This is an optimization exercise on Yosys and OpenROAD, whose aim is small area, a short achievable clock period and few clock cycles per item, not a production implementation.
The RTL was checked by simulation tests, not by an equivalence proof against the original design.
Power and IR drop assume default switching activity.

== violet ==
==> flow/design.v (excerpt) <==
module decodeTop (
    input  wire logic                   clk,
    input  wire logic                   rstN,
    input  wire logic                   wbInCyc,
    input  wire logic                   wbInStb,
    input  wire logic                   wbInWe,
    input  wire logic [6-1:0]  wbInAdr,
    input  wire logic [32-1:0] wbInDat,
    output logic                        wbInAck,
    output logic                        wbOutCyc,
    output logic                        wbOutStb,
    output logic                        wbOutWe,
    output logic [3:0]                  wbOutOp,
    output logic [5-1:0]      wbOutRegcAddr,
    output logic                        wbOutRegcWrite,
    output logic [32-1:0]      wbOutOperandA,
    output logic [32-1:0]      wbOutOperandB,
    output logic [32-1:0]      wbOutJumpAddr,
    output logic                        wbOutJumpTaken,
    output logic [32-1:0]      wbOutPc,
    input  wire logic                   wbOutAck
);
Size: roughly 4000 cells after synthesis, roughly 190 I/O pins, roughly 0.059 mm^2 of cells after synthesis.
clock: 10.0 ns
lec_check: 0
cap_margin: 20
core_margin: 2
core_utilization: 40
cts_buf_list: sky130_fd_sc_hd__clkbuf_8
slew_margin: 20
standard.sh (not shown) runs the stock make flow with config.mk's settings and CLKGATE_MAP_FILE= SYNTH_SCRIPT=/design/flow/synth_recipe.tcl, a recipe that flattens the netlist after the stock synthesis.
==> flow/flow/run.sh <==
#!/bin/bash
set -euo pipefail
bash standard.sh SETUP_SLACK_MARGIN=5.6 \
    "BUFFER_PORTS_ARGS=-buffer_cell sky130_fd_sc_hd__buf_1" finish > standard.log 2>&1
Having completed the whole flow, violet delivered a layout that passed the timing, DRC and antenna checks.
Testbench counts of violet, summed over its fixed seeds: cycles 7,374, items 4,800.
Input changes introduced in zinc (baseline for comparison: violet):
-- flow/design.v --
<<< violet, line 94
    logic [32-1:0] rDataB;
    logic                   regWe;
    assign ack    = wbCyc && wbStb && (ackEn || !wbAdr[6-1]);
    assign isInst = wbWe && (wbAdr == 6'(32));
    assign push   = ack && isInst;
>>> zinc, line 94
    logic [32-1:0] rDataB;
    logic                   regWe;
    assign ack    = wbCyc && wbStb && ackEn;
    assign isInst = wbWe && (wbAdr == 6'(32));
    assign push   = ack && isInst;
<<< violet, line 260
    assign rd   = inst[15:11];
    assign npc        = pc + 32'(4);
    assign branchAddr = {pc[32-1:2] + {{(32-18){inst[15]}}, inst[15:0]} +
                         (32-2)'(1), pc[1:0]};
    assign jumpTarget = {npc[32-1 -: 4], inst[25:0], 2'b00};
    always_comb
>>> zinc, line 260
    assign rd   = inst[15:11];
    assign npc        = pc + 32'(4);
    assign branchAddr = npc + {{(32-18){inst[15]}}, inst[15:0], 2'b00};
    assign jumpTarget = {npc[32-1 -: 4], inst[25:0], 2'b00};
    always_comb
[summary]
zinc: no failed stages, no open violations at the end. Min via count of the first global-routing pass across zinc and violet: zinc. Relative to violet, the number of clock buffers in the layout of zinc is lower by 4.9%. Summary of zinc over violet: ratio of cells with drive above 1 in the final layout held steady; register-to-register slack increased 0.07 ns; global-route wire length before repair comparable; met1 track demand over resource in global routing closely matched the old numbers. Against violet, zinc comes in 0.47% lower on detail-routed via count per cell. Going from violet to zinc, power dissipated by switching net loads shows a reduction of 0.12 mW, first-iteration DRC count level.
Testbench counts of zinc, summed over its fixed seeds: cycles 7,526, items 4,800.

--- another note on this design; it stands on its own ---

== old ==
==> flow/design.v (excerpt) <==
module decodeTop (
    input  wire logic                   clk,
    input  wire logic                   rstN,
    input  wire logic                   wbInCyc,
    input  wire logic                   wbInStb,
    input  wire logic                   wbInWe,
    input  wire logic [6-1:0]  wbInAdr,
    input  wire logic [32-1:0] wbInDat,
    output logic                        wbInAck,
    output logic                        wbOutCyc,
    output logic                        wbOutStb,
    output logic                        wbOutWe,
    output logic [3:0]                  wbOutOp,
    output logic [5-1:0]      wbOutRegcAddr,
    output logic                        wbOutRegcWrite,
    output logic [32-1:0]      wbOutOperandA,
    output logic [32-1:0]      wbOutOperandB,
    output logic [32-1:0]      wbOutJumpAddr,
    output logic                        wbOutJumpTaken,
    output logic [32-1:0]      wbOutPc,
    input  wire logic                   wbOutAck
);
    logic [decodePkg::EntryW-1:0] pushData;
    logic [decodePkg::EntryW-1:0] headData;
    logic                         push;
    logic                         pop;
    logic                         done;
    logic                         fifoEmpty;
    instDecoder u_instDecoder (
        .clk      (clk),
        .rstN     (rstN),
        .wbCyc    (wbInCyc),
        .wbStb    (wbInStb),
        .wbWe     (wbInWe),
        .wbAdr    (wbInAdr),
        .wbDat    (wbInDat),
        .ack      (wbInAck),
        .done     (done),
        .push     (push),
        .entry    (pushData)
    );
    decodeFifo u_decodeFifo (
        .clk      (clk),
        .rstN     (rstN),
        .push     (push),
        .pushData (pushData),
        .pop      (pop),
        .popData  (headData),
        .empty    (fifoEmpty)
    );
    wbIssueMaster u_wbIssueMaster (
        .clk      (clk),
        .rstN     (rstN),
        .empty    (fifoEmpty),
        .headData (headData),
        .pop      (pop),
        .done     (done),
        .wbCyc    (wbOutCyc),
        .wbStb    (wbOutStb),
        .wbWe     (wbOutWe),
  ...
==> flow/config.mk <==
export PLATFORM = sky130hd
export DESIGN_NAME = decodeTop
export DESIGN_NICKNAME = decodeTop
export VERILOG_FILES = /design/flow/design.v
export SDC_FILE = /design/flow/constraint.sdc
export NUM_CORES = 4
export LEC_CHECK = 0
export CAP_MARGIN = 20
export CORE_MARGIN = 2
export CORE_UTILIZATION = 40
export CTS_BUF_LIST = sky130_fd_sc_hd__clkbuf_16
export CTS_CLUSTER_DIAMETER = 60
export CTS_CLUSTER_SIZE = 30
export SLEW_MARGIN = 20
==> flow/constraint.sdc <==
create_clock -name core_clock -period 10.0 [get_ports {clk}]
set_input_delay 2.0000 -clock core_clock [delete_from_list [all_inputs] [get_ports {clk}]]
set_output_delay 2.0000 -clock core_clock [all_outputs]
set_load 0.01 [all_outputs]
standard.sh (not shown) runs the stock make flow with config.mk's settings and CLKGATE_MAP_FILE= SYNTH_SCRIPT=/design/flow/synth_recipe.tcl, a recipe that flattens the netlist after the stock synthesis.
==> flow/flow/run.sh <==
#!/bin/bash
set -euo pipefail
bash standard.sh SETUP_SLACK_MARGIN=5.75 \
    "BUFFER_PORTS_ARGS=-buffer_cell sky130_fd_sc_hd__buf_1" finish > standard.log 2>&1
Testbench counts of old, summed over its fixed seeds: cycles 7,374, items 4,800.
--- input diff old..new ---
-- flow/flow/run.sh --
<<< old, line 3
bash standard.sh SETUP_SLACK_MARGIN=5.75 \
>>> new, line 3
bash standard.sh SETUP_SLACK_MARGIN=5.6 \
==> comparison <==
- old and new ended up with roughly the same via count normalized by instance count.
- Relative to old, post-layout minimum cycle time has increased by 0.14 ns in new.
- Count of clock-buffer cells in the layout on new is down relative to old.
- [compare] base=old new=new: count of placed standard cells including taps about even; relative slew slack fell 2.7 points; total power fell 180 µW; met2 demand-to-capacity share in global routing rose 1.7 points.

re-timing with driven ports:
The flow's constraints put no driver on any port. The routed layouts listed below were extracted and timed again, unchanged, in two steps. Step 1 (the two cells are an assumption about what drives the block):
set clk [get_ports {clk}]
set_driving_cell -lib_cell sky130_fd_sc_hd__clkbuf_16 $clk
set_driving_cell -lib_cell sky130_fd_sc_hd__buf_2 [delete_from_list [all_inputs] $clk]
Step 2 also shifts input and output timing later by t, the mid clock arrival at the registers, as if the neighbouring blocks saw the same clock. a / b / c = ideal ports / drivers / drivers and shift; a / b = the first two.
| run | t (ns) | setup WS [ns] | cell pins on the clock port's net |
|---|---|---|---|
| violet | 1.060 | 5.509 / 5.481 / 4.421 | 1 |
| zinc | 1.037 | 5.435 / 5.492 / 4.455 | 1 |
| old | 0.820 | 5.613 / 5.580 / 4.761 | 1 |
| new | 0.810 | 5.473 / 5.446 / 4.636 | 1 |
After both steps every run listed still meets setup and hold. For violet, which loses most, drivers alone change the setup slack by -0.028 ns; drivers and shift together by -1.088 ns.
